This is an optimization exercise on Yosys and OpenROAD, whose aim is small area, a short achievable clock period and few clock cycles per item, not a production implementation. At most, simulation tests tie the RTL to the original design; equivalence was not proved. No functional check of the RTL was part of run 1.

==> flow/design.v, too long to show whole: its modules and the start of the top module <==
// module tsp_trig_rom: 36 lines
// module tsp_mul_dist: 1460 lines
// module tsp_mul: 1529 lines
// module tsp_add47: 736 lines
// module tsp_add45: 694 lines
// module tsp_add32: 397 lines
// module tsp_add33: 406 lines
// module tsp_seq: 75 lines
// module turntable_scan_point_converter_unit: 239 lines
module turntable_scan_point_converter_unit #(
	parameter int TRIG_ENTRIES = tsp_pkg::TRIG_ENTRIES_DEF,
	parameter int SAMPLE_BITS  = tsp_pkg::SAMPLE_BITS_DEF
) (
	input  logic                                clk,
	input  logic                                arst_n,
	input  logic                                s_tvalid,
	output logic                                s_tready,
	input  logic [((SAMPLE_BITS+7)/8)*8-1:0]    s_tdata,   
	input  logic                                s_tuser,   
	output logic                                m_tvalid,
	input  logic                                m_tready,
	output logic [tsp_pkg::OUT_TDATA_W-1:0]     m_tdata,
	output logic                                m_tuser,   
	input  logic                                cfg_valid,
	output logic                                cfg_ready,
	input  logic [tsp_pkg::CFG_IDX_W-1:0]       cfg_index,
	input  logic [tsp_pkg::CFG_DATA_W-1:0]      cfg_data
);
  // ...
==> flow/flow/run.sh <==
#!/bin/bash
set -euo pipefail
MARGIN=$(sed -n 's/^SETUP_MARGIN=//p' flow/margin.txt)
bash standard.sh SETUP_SLACK_MARGIN=$MARGIN finish > make.log 2>&1
==> flow/flow/margin.txt <==
SETUP_MARGIN=7.3
==> flow/standard.sh <==
#!/bin/bash
# synth_recipe.tcl (not shown) runs the flow's synth.tcl, then flattens the netlist and writes it again
# the make line also repeats each setting of config.mk as NAME=value (left out here)
make -C /OpenROAD-flow-scripts/flow DESIGN_CONFIG=/design/flow/config.mk WORK_HOME=/design/flow/orfs CLKGATE_MAP_FILE= SYNTH_SCRIPT=/design/flow/synth_recipe.tcl "${@:-finish}"
==> flow/config.mk <==
export PLATFORM = sky130hd
export DESIGN_NAME = turntable_scan_point_converter_unit
export DESIGN_NICKNAME = turntable_scan_point_converter_unit
export VERILOG_FILES = /design/flow/design.v
export SDC_FILE = /design/flow/constraint.sdc
export NUM_CORES = 4
export LEC_CHECK = 0
export ABC_AREA = 1
export CAP_MARGIN = 20
export CORE_MARGIN = 2
export CORE_UTILIZATION = 55
export PLACE_DENSITY = 0.7
export SETUP_SLACK_MARGIN = 5
export SLEW_MARGIN = 20
==> flow/constraint.sdc <==
create_clock -name core_clock -period 11.0 [get_ports {clk}]
set_input_delay 2.2000 -clock core_clock [delete_from_list [all_inputs] [get_ports {clk}]]
set_output_delay 2.2000 -clock core_clock [all_outputs]
set_load 0.01 [all_outputs]
==> results_dict.tcl, run 1 <==
set metrics [dict create \
    status "finished clean" \
    yosys.area_share.adder_pct 26.0 \
    reg_top3 "xs3_q: 47 flops, ys3_q: 47 flops" \
    syn-instance-count 8492 \
    dp_cells 10100 \
    cp_top_family "compound AO/OA/AOI/OAI gates" \
    clk_pin_slew_ps 60 \
    yosysMostFrequentCell "inv_1" \
    ys_warn_count 4 \
    synth_simple_gate_area_share_pct 12.2 \
    synth_edf_count 495 \
    met2_wirelength_mm 99.1 \
    ff_latch_area_um2 22800 \
    top_usage_layer "met2" \
    whs_path_depth 0 \
    critPathLaunchType "register" \
    setup_viol 0 \
    r2r_cells 27 \
    cts_setup_buffers 65 \
    finalMaxSlewViolations 0 \
    multi_input_area_um2 45400 \
    worstSkewPairLatency_ps 730 \
    antenna_found_initial 0 \
    start_util_pct 55.2 \
    wirelength_mm 211 \
    endpoint "u_seq.z_q[29]" \
    grt_start_max_net_pins 97 \
    synth_mux_area_share_pct 0.0446 \
    fillCellCount 11500 \
    seq_cell_count 811 \
    worstHoldStart "cmd0_q" \
    largest_cell_class "multi-input gates" \
    cts.path.max_buffers 3 \
    tns_ps 0 \
    comb.multi_input.count 5537 \
    port_buffers 152 \
    multi_input_area_share_pct 53.8 \
]
==> module tsp_seq, before the edit <==
module tsp_seq (
	input  logic        clk,
	input  logic        arst_n,
	input  logic        step,        
	input  logic        cmd,         
	input  logic        adv,         
	input  logic        lift_wr,     
	input  logic [30:0] lift,
	input  logic [15:0] tsteps,
	input  logic [31:0] limit,
	output logic        busy,        
	output logic [30:0] z,           
	output logic        done         
);
	logic [15:0] turn_q;
	logic [31:0] total_q;
	logic [30:0] z_q;
	logic        busy_q;
	logic [3:0]  bit_q;
	logic [31:0] tsum;
	logic        tco;
	logic [31:0] nlimit;
	logic        dt, da, d0;
	logic [32:0] as, ac, asum;
	logic        aco;
	logic [31:0] za, zb, zs;
	logic        zco;
	logic [30:0] zsat;
	logic        turn_max;
	assign turn_max = &turn_q;
	assign busy     = busy_q;
	assign z        = z_q;
	tsp_add32 u_tadd (.a(total_q), .b({16'd0, tsteps}), .ci(1'b0), .sum(tsum), .co(tco));
	assign nlimit = ~limit;
	tsp_add32 u_cmp (.a(total_q), .b(nlimit), .ci(1'b1), .sum(), .co(dt));
	assign as = {1'b0, total_q ^ {16'd0, tsteps} ^ nlimit};
	assign ac = {(total_q & {16'd0, tsteps}) | (total_q & nlimit) | ({16'd0, tsteps} & nlimit), 1'b0};
	tsp_add33 u_acmp (.a(as), .b(ac), .ci(1'b1), .sum(asum), .co(aco));
	assign da   = aco | asum[32];
	assign d0   = (limit == 32'd0);
	assign done = cmd ? d0 : (adv ? da : dt);
	assign za   = busy_q ? {z_q, 1'b0} : {1'b0, z_q};
	assign zb   = (!busy_q || turn_q[bit_q]) ? {1'b0, lift} : 32'd0;
	tsp_add32 u_zadd (.a(za), .b(zb), .ci(1'b0), .sum(zs), .co(zco));
	assign zsat = (zs[31] || (busy_q && z_q[30])) ? 31'h7FFF_FFFF : zs[30:0];
	always_ff @(posedge clk or negedge arst_n) begin
		if (!arst_n) begin
			turn_q  <= '0;
			total_q <= '0;
			z_q     <= '0;
			busy_q  <= 1'b0;
			bit_q   <= '0;
		end else if (lift_wr) begin
			z_q    <= '0;
			busy_q <= (turn_q != 16'd0);
			bit_q  <= 4'd15;
		end else if (busy_q) begin
			z_q    <= zsat;
			bit_q  <= bit_q - 4'd1;
			busy_q <= (bit_q != 4'd0);
		end else if (step) begin
			if (cmd) begin
				total_q <= '0;
				turn_q  <= '0;
				z_q     <= '0;
			end else if (adv) begin
				total_q <= tco ? 32'hFFFF_FFFF : tsum;
				if (!turn_max) begin
					turn_q <= turn_q + 16'd1;
					z_q    <= zsat;
				end
			end
		end
	end
endmodule
==> module turntable_scan_point_converter_unit, before the edit <==
module turntable_scan_point_converter_unit #(
	parameter int TRIG_ENTRIES = tsp_pkg::TRIG_ENTRIES_DEF,
	parameter int SAMPLE_BITS  = tsp_pkg::SAMPLE_BITS_DEF
) (
	input  logic                                clk,
	input  logic                                arst_n,
	input  logic                                s_tvalid,
	output logic                                s_tready,
	input  logic [((SAMPLE_BITS+7)/8)*8-1:0]    s_tdata,   
	input  logic                                s_tuser,   
	output logic                                m_tvalid,
	input  logic                                m_tready,
	output logic [tsp_pkg::OUT_TDATA_W-1:0]     m_tdata,
	output logic                                m_tuser,   
	input  logic                                cfg_valid,
	output logic                                cfg_ready,
	input  logic [tsp_pkg::CFG_IDX_W-1:0]       cfg_index,
	input  logic [tsp_pkg::CFG_DATA_W-1:0]      cfg_data
);
	localparam int IDX_W = $clog2(TRIG_ENTRIES);
	localparam int DW    = 45;     
	logic signed [31:0] slope_q;
	logic signed [31:0] offset_q;
	logic [30:0]        center_q;
	logic [11:0]        min_q;
	logic [30:0]        mm_turn_q;
	logic [15:0]        tsteps_q;
	logic [31:0]        max_steps_q;
	logic [32:0]        co_q;        
	logic [32:0]        co_sum;
	logic               en;
	logic               accept;
	logic               busy;
	logic               sk_full_q;
	logic [SAMPLE_BITS-1:0] sk_smp_q;
	logic               sk_cmd_q;
	logic               v0_q, v1_q, v2_q, v3_q;
	logic               cmd0_q, cmd1_q, cmd2_q, cmd3_q;
	logic               pv0_q, pv1_q, pv2_q, pv3_q;
	logic               adv2_q, adv3_q;
	logic [20:0]        sd0_q;
	logic [DW-1:0]      vs1_q, vc1_q;
	logic signed [31:0] rad2_q;
	logic [23:0]        sin2_q, cos2_q;
	logic [46:0]        xs3_q, xc3_q, ys3_q, yc3_q;
	logic [IDX_W-1:0]   angle_q;
	logic               m_tvalid_q;
	logic               pv_out_q;
	logic [31:0]        x_out_q;
	logic [31:0]        y_out_q;
	logic [30:0]        z_out_q;
	logic               adv_out_q;
	logic               done_out_q;
	logic [SAMPLE_BITS-1:0] smp_sel;
	logic               cmd_sel;
	logic [13:0]        smp_ext;
	logic [20:0]        sd_neg;
	logic [DW-1:0]      vs0, vc0;
	logic [DW-1:0]      v1;
	logic [DW-1:0]      g1;
	logic [30:0]        ncen;
	logic [DW-1:0]      ncen_w;
	logic [DW-1:0]      gs1, gc1;
	logic [DW-1:0]      hs1, hc1;
	logic [DW-1:0]      h1;
	logic [31:0]        low1;
	logic signed [31:0] rad1;
	logic [23:0]        sin_d, cos_d;
	logic [46:0]        xs2, xc2, ys2, yc2;
	logic [46:0]        px3, py3;
	logic [30:0]        z3;
	logic               done3;
	assign cfg_ready = 1'b1;
	assign en        = !m_tvalid_q || m_tready;
	assign s_tready  = !sk_full_q && !busy;
	assign accept    = s_tvalid && s_tready;
	always_ff @(posedge clk or negedge arst_n) begin
		if (!arst_n) begin
			slope_q     <= '0;
			offset_q    <= '0;
			center_q    <= '0;
			min_q       <= '0;
			mm_turn_q   <= '0;
			tsteps_q    <= '0;
			max_steps_q <= '0;
		end else if (cfg_valid && cfg_ready) begin
			case (cfg_index)
				tsp_pkg::CFG_LINE_SLOPE:           slope_q     <= cfg_data;
				tsp_pkg::CFG_LINE_OFFSET:          offset_q    <= cfg_data;
				tsp_pkg::CFG_CENTER_DISTANCE:      center_q    <= cfg_data[30:0];
				tsp_pkg::CFG_MIN_VALID_SAMPLE:     min_q       <= cfg_data[11:0];
				tsp_pkg::CFG_MM_PER_TURN:          mm_turn_q   <= cfg_data[30:0];
				tsp_pkg::CFG_TOWER_STEPS_PER_TURN: tsteps_q    <= cfg_data[15:0];
				tsp_pkg::CFG_MAX_TOWER_STEPS:      max_steps_q <= cfg_data;
				default: begin
				end
			endcase
		end
	end
	tsp_add33 u_aco (.a({2'b00, center_q}), .b({~offset_q[31], ~offset_q}), .ci(1'b1), .sum(co_sum), .co());
	always_ff @(posedge clk or negedge arst_n) begin
		if (!arst_n)
			co_q <= '0;
		else
			co_q <= co_sum;
	end
	always_ff @(posedge clk or negedge arst_n) begin
		if (!arst_n) begin
			sk_full_q  <= 1'b0;
			v0_q       <= 1'b0;
			v1_q       <= 1'b0;
			v2_q       <= 1'b0;
			v3_q       <= 1'b0;
			m_tvalid_q <= 1'b0;
			angle_q    <= '0;
		end else if (en) begin
			sk_full_q  <= 1'b0;
			v0_q       <= sk_full_q || accept;
			v1_q       <= v0_q;
			v2_q       <= v1_q;
			v3_q       <= v2_q;
			m_tvalid_q <= v3_q;
			if (v1_q)
				angle_q <= cmd1_q ? '0 : angle_q + IDX_W'(1);
		end else if (accept) begin
			sk_full_q <= 1'b1;
		end
	end
	always_ff @(posedge clk) begin
		if (!en && accept) begin
			sk_smp_q <= s_tdata[SAMPLE_BITS-1:0];
			sk_cmd_q <= s_tuser;
		end
	end
	assign smp_sel = sk_full_q ? sk_smp_q : s_tdata[SAMPLE_BITS-1:0];
	assign cmd_sel = sk_full_q ? sk_cmd_q : s_tuser;
	assign smp_ext = {2'b00, smp_sel};
	always_comb begin
		for (int i = 0; i < 7; i++) begin
			sd_neg[3*i +: 3] = tsp_pkg::booth_digit((i == 0) ? {smp_ext[1:0], 1'b0} : smp_ext[2*i+1 -: 3]);
			sd_neg[3*i+2] = !sd_neg[3*i+2];
		end
	end
	always_ff @(posedge clk) begin
		if (en) begin
			sd0_q  <= sd_neg;
			pv0_q  <= !cmd_sel && (smp_sel > min_q);
			cmd0_q <= cmd_sel;
		end
	end
	tsp_mul_dist u_md (
		.a      (slope_q),
		.d      (sd0_q),
		.cox    ({~co_q[32], co_q[31:0]}),
		.s      (vs0),
		.c      (vc0)
	);
	always_ff @(posedge clk) begin
		if (en) begin
			vs1_q  <= vs0;
			vc1_q  <= vc0;
			pv1_q  <= pv0_q;
			cmd1_q <= cmd0_q;
		end
	end
	tsp_add45 u_av (.a(vs1_q), .b(vc1_q), .ci(1'b0), .sum(v1), .co());
	assign hs1 = {~(vs1_q[DW-1:31] ^ vc1_q[DW-1:31]), vs1_q[30:0] ^ vc1_q[30:0]};
	assign hc1 = {vs1_q[DW-2:31] | vc1_q[DW-2:31], vs1_q[30:0] & vc1_q[30:0], 1'b0};
	tsp_add45 u_ah (.a(hs1), .b(hc1), .ci(1'b0), .sum(h1), .co());
	assign ncen   = ~center_q;
	assign ncen_w = DW'(ncen);
	assign gs1    = vs1_q ^ vc1_q ^ ncen_w;
	assign gc1    = {(vs1_q[DW-2:0] & vc1_q[DW-2:0]) | (vs1_q[DW-2:0] & ncen_w[DW-2:0]) |
		(vc1_q[DW-2:0] & ncen_w[DW-2:0]), 1'b0};
	tsp_add45 u_ag (.a(gs1), .b(gc1), .ci(1'b0), .sum(g1), .co());
	tsp_add32 u_al (.a({1'b1, center_q}), .b(32'd0), .ci(1'b1), .sum(low1), .co());
	assign rad1 = g1[DW-1] ? signed'(low1) :
		(!h1[DW-1] ? 32'sh7FFF_FFFF : signed'(v1[31:0]));
	tsp_trig_rom #(
		.IDX_W (IDX_W)
	) u_rom (
		.idx   (angle_q),
		.zero  (!pv1_q),
		.sin_d (sin_d),
		.cos_d (cos_d)
	);
	always_ff @(posedge clk) begin
		if (en) begin
			rad2_q <= rad1;
			sin2_q <= sin_d;
			cos2_q <= cos_d;
			pv2_q  <= pv1_q;
			cmd2_q <= cmd1_q;
			adv2_q <= !cmd1_q && (angle_q == IDX_W'(TRIG_ENTRIES - 1));
		end
	end
	tsp_mul u_mx (.a(rad2_q), .d(sin2_q), .s(xs2), .c(xc2));
	tsp_mul u_my (.a(rad2_q), .d(cos2_q), .s(ys2), .c(yc2));
	always_ff @(posedge clk) begin
		if (en) begin
			xs3_q  <= xs2;
			xc3_q  <= xc2;
			ys3_q  <= ys2;
			yc3_q  <= yc2;
			pv3_q  <= pv2_q;
			cmd3_q <= cmd2_q;
			adv3_q <= adv2_q;
		end
	end
	tsp_add47 u_ax (.a(xs3_q), .b(xc3_q), .ci(1'b0), .sum(px3), .co());
	tsp_add47 u_ay (.a(ys3_q), .b(yc3_q), .ci(1'b0), .sum(py3), .co());
	tsp_seq u_seq (
		.clk     (clk),
		.arst_n  (arst_n),
		.step    (en && v3_q),
		.cmd     (cmd3_q),
		.adv     (adv3_q),
		.lift_wr (cfg_valid && cfg_index == tsp_pkg::CFG_MM_PER_TURN),
		.lift    (mm_turn_q),
		.tsteps  (tsteps_q),
		.limit   (max_steps_q),
		.busy    (busy),
		.z       (z3),
		.done    (done3)
	);
	always_ff @(posedge clk) begin
		if (en) begin
			pv_out_q   <= pv3_q;
			x_out_q    <= px3[46:15];
			y_out_q    <= py3[46:15];
			z_out_q    <= pv3_q ? z3 : '0;
			adv_out_q  <= adv3_q;
			done_out_q <= done3;
		end
	end
	assign m_tvalid = m_tvalid_q;
	assign m_tuser  = pv_out_q;
	assign m_tdata  = {7'd0, done_out_q, adv_out_q, z_out_q, y_out_q, x_out_q};
endmodule
==> run 2: changes to the inputs <==
--- a/flow/design.v
+++ b/flow/design.v
@@ -5331,2 +5331,491 @@
 endmodule
+module tsp_add32s (
+	input  logic [31:0] a,
+	input  logic [31:0] b,
+	input  logic ci,
+	output logic [31:0] sum,
+	output logic co
+);
+	logic g0;
+	logic p0;
+	logic g1;
+	logic p1;
+	logic g2;
+	logic p2;
+	logic g3;
+	logic p3;
+	logic g4;
+	logic p4;
+	logic g5;
+	logic p5;
+	logic g6;
+	logic p6;
+	logic g7;
+	logic p7;
+	logic g8;
+	logic p8;
+	logic g9;
+	logic p9;
+	logic g10;
+	logic p10;
+	logic g11;
+	logic p11;
+	logic g12;
+	logic p12;
+	logic g13;
+	logic p13;
+	logic g14;
+	logic p14;
+	logic g15;
+	logic p15;
+	logic g16;
+	logic p16;
+	logic g17;
+	logic p17;
+	logic g18;
+	logic p18;
+	logic g19;
+	logic p19;
+	logic g20;
+	logic p20;
+	logic g21;
+	logic p21;
+	logic g22;
+	logic p22;
+	logic g23;
+	logic p23;
+	logic g24;
+	logic p24;
+	logic g25;
+	logic p25;
+	logic g26;
+	logic p26;
+	logic g27;
+	logic p27;
+	logic g28;
+	logic p28;
+	logic g29;
+	logic p29;
+	logic g30;
+	logic p30;
+	logic g31;
+	logic p31;
+	logic G0;
+	logic P0;
+	logic G1;
+	logic P1;
+	logic G2;
+	logic P2;
+	logic G3;
+	logic P3;
+	logic G4;
+	logic P4;
+	logic G5;
+	logic P5;
+	logic G6;
+	logic P6;
+	logic G7;
+	logic P7;
+	logic G8;
+	logic P8;
+	logic G9;
+	logic P9;
+	logic G10;
+	logic P10;
+	logic G11;
+	logic P11;
+	logic G12;
+	logic P12;
+	logic G13;
+	logic P13;
+	logic G14;
+	logic P14;
+	logic G15;
+	logic P15;
+	logic G16;
+	logic P16;
+	logic G17;
+	logic P17;
+	logic G18;
+	logic P18;
+	logic G19;
+	logic P19;
+	logic G20;
+	logic P20;
+	logic G21;
+	logic P21;
+	logic G22;
+	logic P22;
+	logic G23;
+	logic P23;
+	logic G24;
+	logic P24;
+	logic G25;
+	logic P25;
+	logic G26;
+	logic P26;
+	logic G27;
+	logic P27;
+	logic G28;
+	logic P28;
+	logic G29;
+	logic P29;
+	logic G30;
+	logic P30;
+	logic G31;
+	logic P31;
+	logic G32;
+	logic P32;
+	logic G33;
+	logic P33;
+	logic G34;
+	logic P34;
+	logic G35;
+	logic P35;
+	logic G36;
+	logic P36;
+	logic G37;
+	logic P37;
+	logic G38;
+	logic P38;
+	logic G39;
+	logic P39;
+	logic G40;
+	logic P40;
+	logic G41;
+	logic P41;
+	logic G42;
+	logic P42;
+	logic G43;
+	logic P43;
+	logic G44;
+	logic P44;
+	logic G45;
+	logic P45;
+	logic G46;
+	logic P46;
+	logic G47;
+	logic P47;
+	logic G48;
+	logic P48;
+	logic G49;
+	logic P49;
+	logic G50;
+	logic P50;
+	logic G51;
+	logic P51;
+	logic G52;
+	logic P52;
+	logic G53;
+	logic P53;
+	logic G54;
+	logic P54;
+	logic G55;
+	logic P55;
+	logic G56;
+	logic P56;
+	logic G57;
+	logic P57;
+	logic G58;
+	logic P58;
+	logic G59;
+	logic P59;
+	logic G60;
+	logic P60;
+	logic G61;
+	logic P61;
+	logic G62;
+	logic P62;
+	logic G63;
+	logic P63;
+	logic G64;
+	logic P64;
+	logic G65;
+	logic P65;
+	logic G66;
+	logic P66;
+	logic G67;
+	logic P67;
+	logic G68;
+	logic P68;
+	logic G69;
+	logic P69;
+	logic G70;
+	logic P70;
+	logic G71;
+	logic P71;
+	logic G72;
+	logic P72;
+	logic G73;
+	logic P73;
+	logic G74;
+	logic P74;
+	logic G75;
+	logic P75;
+	logic G76;
+	logic P76;
+	logic G77;
+	logic P77;
+	logic G78;
+	logic P78;
+	logic G79;
+	logic P79;
+	assign g0 = (a[0] & b[0]) | (ci & (a[0] ^ b[0]));
+	assign p0 = a[0] ^ b[0];
+	assign g1 = a[1] & b[1];
+	assign p1 = a[1] ^ b[1];
+	assign g2 = a[2] & b[2];
+	assign p2 = a[2] ^ b[2];
+	assign g3 = a[3] & b[3];
+	assign p3 = a[3] ^ b[3];
+	assign g4 = a[4] & b[4];
+	assign p4 = a[4] ^ b[4];
+	assign g5 = a[5] & b[5];
+	assign p5 = a[5] ^ b[5];
+	assign g6 = a[6] & b[6];
+	assign p6 = a[6] ^ b[6];
+	assign g7 = a[7] & b[7];
+	assign p7 = a[7] ^ b[7];
+	assign g8 = a[8] & b[8];
+	assign p8 = a[8] ^ b[8];
+	assign g9 = a[9] & b[9];
+	assign p9 = a[9] ^ b[9];
+	assign g10 = a[10] & b[10];
+	assign p10 = a[10] ^ b[10];
+	assign g11 = a[11] & b[11];
+	assign p11 = a[11] ^ b[11];
+	assign g12 = a[12] & b[12];
+	assign p12 = a[12] ^ b[12];
+	assign g13 = a[13] & b[13];
+	assign p13 = a[13] ^ b[13];
+	assign g14 = a[14] & b[14];
+	assign p14 = a[14] ^ b[14];
+	assign g15 = a[15] & b[15];
+	assign p15 = a[15] ^ b[15];
+	assign g16 = a[16] & b[16];
+	assign p16 = a[16] ^ b[16];
+	assign g17 = a[17] & b[17];
+	assign p17 = a[17] ^ b[17];
+	assign g18 = a[18] & b[18];
+	assign p18 = a[18] ^ b[18];
+	assign g19 = a[19] & b[19];
+	assign p19 = a[19] ^ b[19];
+	assign g20 = a[20] & b[20];
+	assign p20 = a[20] ^ b[20];
+	assign g21 = a[21] & b[21];
+	assign p21 = a[21] ^ b[21];
+	assign g22 = a[22] & b[22];
+	assign p22 = a[22] ^ b[22];
+	assign g23 = a[23] & b[23];
+	assign p23 = a[23] ^ b[23];
+	assign g24 = a[24] & b[24];
+	assign p24 = a[24] ^ b[24];
+	assign g25 = a[25] & b[25];
+	assign p25 = a[25] ^ b[25];
+	assign g26 = a[26] & b[26];
+	assign p26 = a[26] ^ b[26];
+	assign g27 = a[27] & b[27];
+	assign p27 = a[27] ^ b[27];
+	assign g28 = a[28] & b[28];
+	assign p28 = a[28] ^ b[28];
+	assign g29 = a[29] & b[29];
+	assign p29 = a[29] ^ b[29];
+	assign g30 = a[30] & b[30];
+	assign p30 = a[30] ^ b[30];
+	assign g31 = a[31] & b[31];
+	assign p31 = a[31] ^ b[31];
+	assign G0 = g1 | (p1 & g0);
+	assign P0 = p1 & p0;
+	assign G1 = g3 | (p3 & g2);
+	assign P1 = p3 & p2;
+	assign G2 = g5 | (p5 & g4);
+	assign P2 = p5 & p4;
+	assign G3 = g7 | (p7 & g6);
+	assign P3 = p7 & p6;
+	assign G4 = g9 | (p9 & g8);
+	assign P4 = p9 & p8;
+	assign G5 = g11 | (p11 & g10);
+	assign P5 = p11 & p10;
+	assign G6 = g13 | (p13 & g12);
+	assign P6 = p13 & p12;
+	assign G7 = g15 | (p15 & g14);
+	assign P7 = p15 & p14;
+	assign G8 = g17 | (p17 & g16);
+	assign P8 = p17 & p16;
+	assign G9 = g19 | (p19 & g18);
+	assign P9 = p19 & p18;
+	assign G10 = g21 | (p21 & g20);
+	assign P10 = p21 & p20;
+	assign G11 = g23 | (p23 & g22);
+	assign P11 = p23 & p22;
+	assign G12 = g25 | (p25 & g24);
+	assign P12 = p25 & p24;
+	assign G13 = g27 | (p27 & g26);
+	assign P13 = p27 & p26;
+	assign G14 = g29 | (p29 & g28);
+	assign P14 = p29 & p28;
+	assign G15 = g31 | (p31 & g30);
+	assign P15 = p31 & p30;
+	assign G16 = g2 | (p2 & G0);
+	assign P16 = p2 & P0;
+	assign G17 = G1 | (P1 & G0);
+	assign P17 = P1 & P0;
+	assign G18 = g6 | (p6 & G2);
+	assign P18 = p6 & P2;
+	assign G19 = G3 | (P3 & G2);
+	assign P19 = P3 & P2;
+	assign G20 = g10 | (p10 & G4);
+	assign P20 = p10 & P4;
+	assign G21 = G5 | (P5 & G4);
+	assign P21 = P5 & P4;
+	assign G22 = g14 | (p14 & G6);
+	assign P22 = p14 & P6;
+	assign G23 = G7 | (P7 & G6);
+	assign P23 = P7 & P6;
+	assign G24 = g18 | (p18 & G8);
+	assign P24 = p18 & P8;
+	assign G25 = G9 | (P9 & G8);
+	assign P25 = P9 & P8;
+	assign G26 = g22 | (p22 & G10);
+	assign P26 = p22 & P10;
+	assign G27 = G11 | (P11 & G10);
+	assign P27 = P11 & P10;
+	assign G28 = g26 | (p26 & G12);
+	assign P28 = p26 & P12;
+	assign G29 = G13 | (P13 & G12);
+	assign P29 = P13 & P12;
+	assign G30 = g30 | (p30 & G14);
+	assign P30 = p30 & P14;
+	assign G31 = G15 | (P15 & G14);
+	assign P31 = P15 & P14;
+	assign G32 = g4 | (p4 & G17);
+	assign P32 = p4 & P17;
+	assign G33 = G2 | (P2 & G17);
+	assign P33 = P2 & P17;
+	assign G34 = G18 | (P18 & G17);
+	assign P34 = P18 & P17;
+	assign G35 = G19 | (P19 & G17);
+	assign P35 = P19 & P17;
+	assign G36 = g12 | (p12 & G21);
+	assign P36 = p12 & P21;
+	assign G37 = G6 | (P6 & G21);
+	assign P37 = P6 & P21;
+	assign G38 = G22 | (P22 & G21);
+	assign P38 = P22 & P21;
+	assign G39 = G23 | (P23 & G21);
+	assign P39 = P23 & P21;
+	assign G40 = g20 | (p20 & G25);
+	assign P40 = p20 & P25;
+	assign G41 = G10 | (P10 & G25);
+	assign P41 = P10 & P25;
+	assign G42 = G26 | (P26 & G25);
+	assign P42 = P26 & P25;
+	assign G43 = G27 | (P27 & G25);
+	assign P43 = P27 & P25;
+	assign G44 = g28 | (p28 & G29);
+	assign P44 = p28 & P29;
+	assign G45 = G14 | (P14 & G29);
+	assign P45 = P14 & P29;
+	assign G46 = G30 | (P30 & G29);
+	assign P46 = P30 & P29;
+	assign G47 = G31 | (P31 & G29);
+	assign P47 = P31 & P29;
+	assign G48 = g8 | (p8 & G35);
+	assign P48 = p8 & P35;
+	assign G49 = G4 | (P4 & G35);
+	assign P49 = P4 & P35;
+	assign G50 = G20 | (P20 & G35);
+	assign P50 = P20 & P35;
+	assign G51 = G21 | (P21 & G35);
+	assign P51 = P21 & P35;
+	assign G52 = G36 | (P36 & G35);
+	assign P52 = P36 & P35;
+	assign G53 = G37 | (P37 & G35);
+	assign P53 = P37 & P35;
+	assign G54 = G38 | (P38 & G35);
+	assign P54 = P38 & P35;
+	assign G55 = G39 | (P39 & G35);
+	assign P55 = P39 & P35;
+	assign G56 = g24 | (p24 & G43);
+	assign P56 = p24 & P43;
+	assign G57 = G12 | (P12 & G43);
+	assign P57 = P12 & P43;
+	assign G58 = G28 | (P28 & G43);
+	assign P58 = P28 & P43;
+	assign G59 = G29 | (P29 & G43);
+	assign P59 = P29 & P43;
+	assign G60 = G44 | (P44 & G43);
+	assign P60 = P44 & P43;
+	assign G61 = G45 | (P45 & G43);
+	assign P61 = P45 & P43;
+	assign G62 = G46 | (P46 & G43);
+	assign P62 = P46 & P43;
+	assign G63 = G47 | (P47 & G43);
+	assign P63 = P47 & P43;
+	assign G64 = g16 | (p16 & G55);
+	assign P64 = p16 & P55;
+	assign G65 = G8 | (P8 & G55);
+	assign P65 = P8 & P55;
+	assign G66 = G24 | (P24 & G55);
+	assign P66 = P24 & P55;
+	assign G67 = G25 | (P25 & G55);
+	assign P67 = P25 & P55;
+	assign G68 = G40 | (P40 & G55);
+	assign P68 = P40 & P55;
+	assign G69 = G41 | (P41 & G55);
+	assign P69 = P41 & P55;
+	assign G70 = G42 | (P42 & G55);
+	assign P70 = P42 & P55;
+	assign G71 = G43 | (P43 & G55);
+	assign P71 = P43 & P55;
+	assign G72 = G56 | (P56 & G55);
+	assign P72 = P56 & P55;
+	assign G73 = G57 | (P57 & G55);
+	assign P73 = P57 & P55;
+	assign G74 = G58 | (P58 & G55);
+	assign P74 = P58 & P55;
+	assign G75 = G59 | (P59 & G55);
+	assign P75 = P59 & P55;
+	assign G76 = G60 | (P60 & G55);
+	assign P76 = P60 & P55;
+	assign G77 = G61 | (P61 & G55);
+	assign P77 = P61 & P55;
+	assign G78 = G62 | (P62 & G55);
+	assign P78 = P62 & P55;
+	assign G79 = G63 | (P63 & G55);
+	assign P79 = P63 & P55;
+	assign sum[0] = p0 ^ ci;
+	assign sum[1] = p1 ^ g0;
+	assign sum[2] = p2 ^ G0;
+	assign sum[3] = p3 ^ G16;
+	assign sum[4] = p4 ^ G17;
+	assign sum[5] = p5 ^ G32;
+	assign sum[6] = p6 ^ G33;
+	assign sum[7] = p7 ^ G34;
+	assign sum[8] = p8 ^ G35;
+	assign sum[9] = p9 ^ G48;
+	assign sum[10] = p10 ^ G49;
+	assign sum[11] = p11 ^ G50;
+	assign sum[12] = p12 ^ G51;
+	assign sum[13] = p13 ^ G52;
+	assign sum[14] = p14 ^ G53;
+	assign sum[15] = p15 ^ G54;
+	assign sum[16] = p16 ^ G55;
+	assign sum[17] = p17 ^ G64;
+	assign sum[18] = p18 ^ G65;
+	assign sum[19] = p19 ^ G66;
+	assign sum[20] = p20 ^ G67;
+	assign sum[21] = p21 ^ G68;
+	assign sum[22] = p22 ^ G69;
+	assign sum[23] = p23 ^ G70;
+	assign sum[24] = p24 ^ G71;
+	assign sum[25] = p25 ^ G72;
+	assign sum[26] = p26 ^ G73;
+	assign sum[27] = p27 ^ G74;
+	assign sum[28] = p28 ^ G75;
+	assign sum[29] = p29 ^ G76;
+	assign sum[30] = p30 ^ G77;
+	assign sum[31] = p31 ^ G78;
+	assign co = G79;
+endmodule
 `timescale 1ns / 1ps
@@ -5342,3 +5831,3 @@
 	input  logic [31:0] limit,
-	output logic        busy,        
+	output logic        ready_d,     
 	output logic [30:0] z,           
@@ -5362,3 +5851,3 @@
 	assign turn_max = &turn_q;
-	assign busy     = busy_q;
+	assign ready_d  = lift_wr ? (turn_q == 16'd0) : (busy_q ? (bit_q == 4'd0) : 1'b1);
 	assign z        = z_q;
@@ -5374,4 +5863,4 @@
 	assign za   = busy_q ? {z_q, 1'b0} : {1'b0, z_q};
-	assign zb   = (!busy_q || turn_q[bit_q]) ? {1'b0, lift} : 32'd0;
-	tsp_add32 u_zadd (.a(za), .b(zb), .ci(1'b0), .sum(zs), .co(zco));
+	assign zb   = (!busy_q || turn_q[15]) ? {1'b0, lift} : 32'd0;
+	tsp_add32s u_zadd (.a(za), .b(zb), .ci(1'b0), .sum(zs), .co(zco));
 	assign zsat = (zs[31] || (busy_q && z_q[30])) ? 31'h7FFF_FFFF : zs[30:0];
@@ -5385,9 +5874,10 @@
 		end else if (lift_wr) begin
-			z_q    <= '0;
-			busy_q <= (turn_q != 16'd0);
-			bit_q  <= 4'd15;
+			z_q     <= '0;
+			busy_q  <= (turn_q != 16'd0);
+			bit_q   <= 4'd15;
 		end else if (busy_q) begin
-			z_q    <= zsat;
-			bit_q  <= bit_q - 4'd1;
-			busy_q <= (bit_q != 4'd0);
+			z_q     <= zsat;
+			turn_q  <= {turn_q[14:0], turn_q[15]};
+			bit_q   <= bit_q - 4'd1;
+			busy_q  <= (bit_q != 4'd0);
 		end else if (step) begin
@@ -5440,3 +5930,5 @@
 	logic               accept;
-	logic               busy;
+	logic               seq_ready_d;
+	logic               sk_full_d;
+	logic               rdy_q;       
 	logic               sk_full_q;
@@ -5482,4 +5974,5 @@
 	assign en        = !m_tvalid_q || m_tready;
-	assign s_tready  = !sk_full_q && !busy;
+	assign s_tready  = rdy_q;
 	assign accept    = s_tvalid && s_tready;
+	assign sk_full_d = en ? 1'b0 : (accept || sk_full_q);
 	always_ff @(posedge clk or negedge arst_n) begin
@@ -5517,2 +6010,3 @@
 			sk_full_q  <= 1'b0;
+			rdy_q      <= 1'b0;
 			v0_q       <= 1'b0;
@@ -5524,3 +6018,4 @@
 		end else if (en) begin
-			sk_full_q  <= 1'b0;
+			sk_full_q  <= sk_full_d;
+			rdy_q      <= !sk_full_d && seq_ready_d;
 			v0_q       <= sk_full_q || accept;
@@ -5532,4 +6027,5 @@
 				angle_q <= cmd1_q ? '0 : angle_q + IDX_W'(1);
-		end else if (accept) begin
-			sk_full_q <= 1'b1;
+		end else begin
+			sk_full_q <= sk_full_d;
+			rdy_q     <= !sk_full_d && seq_ready_d;
 		end
@@ -5629,3 +6125,3 @@
 		.limit   (max_steps_q),
-		.busy    (busy),
+		.ready_d (seq_ready_d),
 		.z       (z3),
==> flow/flow/margin.txt (replaced) <==
SETUP_MARGIN=7.0
==> run 2 against run 1 <==
Setup slack improved by 3.3 ps. Hold slack better by 3.9 ps. Still clean on timing, DRC and antenna. Flip-flop and latch count grew 1. Sequential share of layout area is 0.81 points higher. Die area fell by 0.49%. Core utilization down 1.2 points. Critical path type is now in -> reg. Cell count is 1.3% lower. Clock-buffer cell count fell by 2. Global-route usage shrank 0.38 points.
==> results_dict.tcl, run 2 <==
set metrics [dict create \
    status "finished clean" \
    drtIter0Drc 5478 \
    min_period_ps 3950 \
    nNetsFinal 9658 \
    hold_class "reg -> reg" \
    ios 165 \
    rsz0062_at_grt "yes" \
    syn_area_per_cell_um2 8.87 \
    yosysMostFrequentCell "inv_1" \
    critical_path.startpoint "cfg_index[1]" \
    syn-instance-count 8502 \
    dp_hpwl_mm 146 \
    chipWidth_um 374 \
    ys_top_cells_by_count "inv_1 (1,599), nand2_1 (1,163), xor2_1 (801)" \
    clk_pin_slew_ps 60 \
    synth_area_leaders "edfxtp_1 (20%), fa_1 (17%), dfrtp_1 (11%), xor2_1 (9.3%), ha_1 (8.6%)" \
    grt.total_usage_pct 29.3 \
    layout_common_cells "inv_1 (1,580), nand2_1 (1,152), xor2_1 (801)" \
    maxCapViolCount 0 \
    reg_top3 "xs3_q: 47 flops, ys3_q: 47 flops" \
    cts_buffers 93 \
    hold_viol 0 \
    yosys_register_bits 812 \
    synth_cell_type_count 65 \
    grt_pass1_wl_mm 327 \
    cts.path.max_buffers 3 \
    worstHoldStart "cmd0_q" \
    wl_per_cell_um 20.1 \
    yosys.area.top_type "edfxtp_1" \
    cts_tree "yes" \
    netlist.area_leader.share_pct 19.7 \
    post-route-drc-count 0 \
    die_y_um 374 \
    rows 135 \
    ys_seq_area_share_pct 30.2 \
    vias 59500 \
    final_common_cell "inv_1" \
    tns_ps 0 \
    drt-vias-per-instance 5.79 \
    gp_congestion 0.926 \
    endpoint_kind "register" \
    critPathLaunchType "input port" \
    synth_edf_count 495 \
    cts.sinks 812 \
    synthArstFlopShare_pct 39.0 \
    die-area_um2 140000 \
    final_util_pct 60.4 \
    start_util_pct 55.5 \
    syn2layout_area_growth_pct 8.78 \
    r2r-end "vc1_q[22]" \
    setup_viol 0 \
    worstSkewPairLatency_ps 730 \
    wirelength_mm 207 \
    endpoint "rdy_q" \
    r2r-start "sd0_q[14]" \
    netlist_area_um2 75400 \
    crit_fanout 67 \
    post-route-period-util_pct 35.9 \
    crit_required_ps 11560 \
    grt_start_max_net_pins 159 \
    grt_pass1_vias 60500 \
    r2r_setup_slack_ps 7070 \
    maxSlewHeadroom_pct 17.6 \
    antenna_found_initial 3 \
    ys.flop_type "edfxtp_1" \
    cp.arrival_ps 4510 \
    root_buffer "clkbuf_16" \
    finalMaxSlewViolations 0 \
    postCtsHoldBufs 0 \
    worstMarginPinSlew_ps 1230 \
    core_um2 136000 \
    cts_htree_levels 3 \
    drive_gt1_share_pct 5.09 \
    antenna_left 0 \
    whs_path_depth 0 \
    fmax_mhz 253 \
    ys_warn_count 4 \
    r2r_cells 7 \
    critPathKind "in -> reg" \
    grt_overflow 0 \
    first_pass_iters 6 \
    port_buffers 152 \
    skew_ps 53.8 \
]
==> run 2: cell count changes after synthesis, moves of 11 or more <==
cell,before,now
nor2_1,328,380
o22ai_1,684,697
o21bai_1,16,28
inv_1,1659,1599
fa_1,661,650
nand3_1,311,364
nand2_1,1132,1163
clkbuf_1,370,382
nor2_2,38,14
nand2_2,29,16
==> run 2: metrics by stage <==
stage / instance area (µm²) / worst slack (ps) / cells / hold slack [ps]
after floorplan: 75400 / -115 / 8508 / 400
after global placement: 78200 / 5770 / 10100 / 405
after detailed placement: 78300 / 5710 / 10100 / 406
after CTS: 81700 / 6960 / 10300 / 420
after global routing: 82000 / 6950 / 10300 / 423
final: 82000 / 7050 / 10300 / 421
==> run 2: worst min-delay path by stage <==
stage,endpoint,slack [ps]
floorplan,adv3_q,400
finish,cmd1_q,420
CTS,cmd1_q,420
global placement,cmd3_q,410
global route,cmd1_q,420
detailed placement,cmd1_q,410
==> run 2: cell families (layout without fill, tap and decap cells) <==
kind of cell    after synthesis  in the layout  synth area share, %
compound gates             1426           1426                 11.1
xor+xnor                    849            849                 9.86
fa+ha+maj                  1169           1169                 25.9
buf+inv                    2094           2094                 10.6
flops                       812            812                 30.2
mux                           3              3               0.0448
other cells                   2             10              0.00996
simple gates               2147           2147                 12.2
==> run 2: worst max-delay path, cell delays in order <==
cell and delay (ps):
clkdlybuf4s50_1 510, nor2_1 110, nand2_2 100, buf_12 230, inv_1 150, o31ai_1 1020
nor2_1 120
==> run 2: cell type report <==
type	instances	area, µm²
clock buffer	128	2650
tap	1781	2230
clock inverter	43	591
antenna	2	5.00
sequential	812	22800
fill	11600	53800
timing repair inverter	9	65.1
timing repair buffer	289	2790
inverter	1625	6180
multi-input combinational	5602	44700
==> run 2: repair_timing <==
item                       in CTS  in global routing
setup endpoints to repair     510                420
gates cloned                    2                  8
setup buffers                   4                 13
pin swaps                       0                  0
gates resized for setup        22                 36
==> run 2: metal layers <==
layer / wire, µm / vias up / share of wire [%] / GRT usage (%)
li1: - / 27400 / - / -
met1: 82400 / 28800 / 40 / 37.5
met2: 97800 / 2675 / 47 / 48.5
met3: 17000 / 632 / 8.2 / 5.47
met4: 10000 / 0 / 4.8 / 13.3
met5: 0 / - / 0 / 0
Testbench counts of run 2, summed over its fixed seeds: cycles 12,040, items 12,000.

==> re-timing with driven ports <==
No port has a modelled driver above. Below, the same layouts with a new extraction and two added sets of constraints. Step 1 sets driving cells, clkbuf_16 on the clock port and buf_2 on the other inputs (assumed; they add their load-dependent delay and slew). Step 2 times the ports against the registers' clock, not the clock port: input delays grow and output delays shrink by t, the midpoint of the rising clock arrivals with the driver on. Slacks: ideal / step 1 / step 2; pairs: ideal / step 1.
| run | t, ns | setup slack, ns | pins driven straight from the clock port |
|---|---|---|---|
| run 1 | 0.798 | 7.043 / 7.043 / 6.595 | 1 |
| run 2 | 0.784 | 7.047 / 7.036 / 6.320 | 1 |
After both steps setup and hold are still met in every run listed. The setup slack of run 2, which loses most, moves by -0.011 ns with the drivers and by -0.727 ns with both steps.
